This design comes from an exercise in tuning for small area, a short achievable clock period and few clock cycles on the open sky130 flow, not from production work. In this exercise RTL edits were held to simulation tests only and were not proved equivalent to the original. Power is estimated from default activity; no workload was simulated.

## line_edit_buffer
module line_edit_buffer (
    input  logic               i_clk,
    input  logic               i_rst_n,
    input  logic               i_cmd_valid,
    output logic               o_cmd_ready,
    input  logic [3:0]         i_cmd_kind,
    input  logic [7:0]         i_cmd_char_in,
    output logic               o_res_valid,
    input  logic               i_res_ready,
    output logic               o_res_accepted,
    output logic [6:0]         o_res_cursor_col,
    output logic [6:0]         o_res_line_length,
    output logic [15:0]        o_res_line_number,
    output logic               o_res_char_valid,
    output logic [7:0]         o_res_char_out,
    output logic               o_res_last
);
==> flow/config.mk <==
export PLATFORM = sky130hd
export DESIGN_NAME = line_edit_buffer
export DESIGN_NICKNAME = line_edit_buffer
export VERILOG_FILES = /design/flow/design.v
export SDC_FILE = /design/flow/constraint.sdc
export NUM_CORES = 4
export LEC_CHECK = 0
export CAP_MARGIN = 20
export CORE_MARGIN = 2
export CORE_UTILIZATION = 35
export SETUP_SLACK_MARGIN = 2.7
export SLEW_MARGIN = 20
export SYNTH_HIERARCHICAL = 1
==> flow/constraint.sdc <==
create_clock -name core_clock -period 5.0 [get_ports {i_clk}]
set_input_delay 1.0000 -clock core_clock [delete_from_list [all_inputs] [get_ports {i_clk}]]
set_output_delay 1.0000 -clock core_clock [all_outputs]
set_load 0.01 [all_outputs]
standard.sh (not shown) runs the stock make flow with config.mk's settings and CLKGATE_MAP_FILE= SYNTH_SCRIPT=/design/flow/synth_recipe.tcl, a recipe that flattens the netlist after the stock synthesis.
==> flow/flow/run.sh <==
#!/bin/bash
# The standard layout (standard.sh), with two changes:
# - the input and output ports are buffered with buf_2 cells. The default pick,
#   clkdlybuf4s50_1, is a slow delay cell, and the platform's footprint-matched resizing
#   cannot swap it for a faster buffer later.
# - clock tree synthesis clusters up to 20 sinks within 80 um per leaf buffer and adds no
#   dummy loads: about half the clock buffers of the default, with the same insertion delay
#   and flip-flop clock slews near 90 ps.
# The whole make output goes to run_standard.log here; ORFS keeps each step's log under orfs/logs.
set -euo pipefail
export BUFFER_PORTS_ARGS="-buffer_cell sky130_fd_sc_hd__buf_2"
export CTS_ARGS="-sink_clustering_enable -repair_clock_nets -sink_clustering_size 20 -sink_clustering_max_diameter 80 -dont_use_dummy_load"
bash standard.sh > run_standard.log 2>&1
Testbench counts at the start, summed over its fixed seeds: cycles 21,059.
Change:
==> flow/flow/run.sh (replaced) <==
#!/bin/bash
# The standard layout (standard.sh), with one change: the input and output ports are
# buffered with buf_2 cells. The default pick, clkdlybuf4s50_1, is a slow delay cell, and
# the platform's footprint-matched resizing cannot swap it for a faster buffer later.
# The whole make output goes to run_standard.log here; ORFS keeps each step's log under orfs/logs.
set -euo pipefail
export BUFFER_PORTS_ARGS="-buffer_cell sky130_fd_sc_hd__buf_2"
bash standard.sh > run_standard.log 2>&1
SETUP_SLACK_MARGIN = 2.75   (was 2.7)
Clock skew came out lower by 0.0045 ns.
Final cell count climbs by a few percent.
Register-to-register slack improves by 0.08 ns.
Via count hardly moves.
Flip-flop and latch count does not change.
Setup slack improves by 0.064 ns.
Core utilization increases by 1.8 points.
Non-clock buffer count goes up by 13.
Global-route usage barely changes.
Maximum frequency increases by a few percent.
Change:
==> flow/flow/run.sh (replaced) <==
#!/bin/bash
# The standard layout (standard.sh), with two changes:
# - the input and output ports are buffered with buf_2 cells. The default pick,
#   clkdlybuf4s50_1, is a slow delay cell, and the platform's footprint-matched resizing
#   cannot swap it for a faster buffer later.
# - clock tree synthesis clusters up to 20 sinks within 80 um per leaf buffer and adds no
#   dummy loads: about half the clock buffers of the default, with the same insertion delay
#   and flip-flop clock slews near 90 ps.
# The whole make output goes to run_standard.log here; ORFS keeps each step's log under orfs/logs.
set -euo pipefail
export BUFFER_PORTS_ARGS="-buffer_cell sky130_fd_sc_hd__buf_2"
export CTS_ARGS="-sink_clustering_enable -repair_clock_nets -sink_clustering_size 20 -sink_clustering_max_diameter 80 -dont_use_dummy_load"
bash standard.sh > run_standard.log 2>&1
SETUP_SLACK_MARGIN = 2.8   (was 2.75)
What happened:
- setup slack gets better by 0.038 ns
- maximum frequency climbs by 1.7%
- power went down by 10%
- hold slack is better by 0.0074 ns
- critical path depth increases by 4
- synthesized area stays the same
- design area goes down by 3.4%
- non-clock buffer count rises by 6
- count of clock-buffer cells in the layout falls by 68
Change:
SETUP_SLACK_MARGIN = 2.95   (was 2.8)
Outcome:
- The changed run produced a clean layout
- hold slack hardly moves
- combinational power went up by a few percent
- design area went up by a few percent
- critical path depth went down by 4

---

Another version of the RTL of line_edit_buffer (not shown whole).
Size in the first run: roughly 3,300 cells after synthesis, about 630 flip-flops, roughly 59 I/O pins.
Settings: LEC_CHECK=0, CAP_MARGIN=20, CORE_MARGIN=2, CORE_UTILIZATION=35, SETUP_SLACK_MARGIN=3.0, SLEW_MARGIN=20, SYNTH_HIERARCHICAL=1; clock period 5.0 ns.
==> flow/flow/run.sh <==
#!/bin/bash
# The standard layout (standard.sh), with two changes:
# - the input and output ports are buffered with buf_2 cells. The default pick,
#   clkdlybuf4s50_1, is a slow delay cell, and the platform's footprint-matched resizing
#   cannot swap it for a faster buffer later.
# - clock tree synthesis clusters up to 20 sinks within 80 um per leaf buffer and adds no
#   dummy loads: about half the clock buffers of the default, with the same insertion delay
#   and flip-flop clock slews near 90 ps.
# The whole make output goes to run_standard.log here; ORFS keeps each step's log under orfs/logs.
set -euo pipefail
export BUFFER_PORTS_ARGS="-buffer_cell sky130_fd_sc_hd__buf_2"
export CTS_ARGS="-sink_clustering_enable -repair_clock_nets -sink_clustering_size 20 -sink_clustering_max_diameter 80 -dont_use_dummy_load"
bash standard.sh > run_standard.log 2>&1
The starting point finished clean.
Testbench counts at the start, summed over its fixed seeds: cycles 21,059.
Change:
--- a/flow/config.mk
+++ b/flow/config.mk
@@ -9,4 +9,4 @@
 export CORE_MARGIN = 2
-export CORE_UTILIZATION = 35
-export SETUP_SLACK_MARGIN = 3.0
+export CORE_UTILIZATION = 45
+export SETUP_SLACK_MARGIN = 2.9
 export SLEW_MARGIN = 20
Effect: The changed run passed the timing, design-rule and antenna checks. Combinational power went down by about 1%. Via count went up by 4.2%. Worst setup slack gets worse by 8.1 ps. Core utilization went up by 9.9 points. Total power went up by 3.2%. Sequential share of layout area went up by 1.6 points. Synthesized cell count stays the same.
Change:
--- a/flow/config.mk
+++ b/flow/config.mk
@@ -9,3 +9,3 @@
 export CORE_MARGIN = 2
-export CORE_UTILIZATION = 45
+export CORE_UTILIZATION = 35
 export SETUP_SLACK_MARGIN = 2.9
After rerunning: Global-route usage falls by 12 points; fmax stays flat; synthesized cell count does not change; hold slack is worse by 9.0 ps; routed wire length fell by roughly a tenth; design area rises slightly; register-to-register slack improved by 30 ps; setup slack stays flat; clock skew fell by 12 ps.

---

line_edit_buffer, a different RTL version from the one above (not shown whole).
Size in the first run: about 3300 cells after synthesis, about 640 flip-flops, ~59 I/O pins, about 31000 um^2 of cells after synthesis.
clock: 5.0 ns
lec_check: 0
cap_margin: 20
core_margin: 2
core_utilization: 35
setup_slack_margin: 2.95
slew_margin: 20
synth_hierarchical: 1
Scripts as last shown in full above: flow/flow/run.sh
The first run passed the timing, design-rule and antenna checks.
Testbench counts at the start, summed over its fixed seeds: cycles 21,059.
Change:
Settings changed: SETUP_SLACK_MARGIN 2.95 to 2.9.
=>
- worst setup slack improved by 0.016 ns
- cell area is lower by about 2.6%
- utilization is lower by 1.1 points

-- static timing again, ports no longer ideal --
Ports are ideal in the flow. The routed layouts listed here were re-timed in OpenROAD.
Step 1: set_driving_cell puts a clkbuf_16 on i_clk and a buf_2 on each other input, an assumption about the parent block.
Step 2 also shifts input and output timing later by t, the mid clock arrival at the registers, as if the neighbouring blocks saw the same clock.
Slacks: no drivers / after step 1 / after step 2; pairs: no drivers / after step 1.
run | t (ns) | slack for setup (ns) | hold WS [ns] | worst setup path after step 2
the first run of note 1 | 0.659 | 2.704 / 2.632 / 2.288 | 0.471 / 0.471 / 0.471 | input to register
the second run of note 1 | 0.694 | 2.769 / 2.696 / 2.212 | 0.474 / 0.474 / 0.474 | input to register
the third run of note 1 | 0.662 | 2.806 / 2.756 / 2.261 | 0.482 / 0.482 / 0.482 | input to register
the fourth run of note 1 | 0.653 | 2.808 / 2.740 / 2.508 | 0.481 / 0.481 / 0.481 | input to register
the first run of note 2 | 0.653 | 2.867 / 2.797 / 2.507 | 0.459 / 0.459 / 0.459 | input to register
the second run of note 2 | 0.661 | 2.859 / 2.792 / 2.519 | 0.453 / 0.453 / 0.453 | input to register
the third run of note 2 | 0.663 | 2.861 / 2.795 / 2.420 | 0.444 / 0.444 / 0.444 | input to register
the first run of note 3 | 0.641 | 2.805 / 2.805 / 2.349 | 0.465 / 0.465 / 0.465 | input to register
the second run of note 3 | 0.660 | 2.821 / 2.817 / 2.340 | 0.456 / 0.456 / 0.456 | input to register
After both steps setup and hold are still met in every run listed. The setup slack of the second run of note 1, which loses most, moves by -0.073 ns with the drivers and by -0.557 ns with both steps.
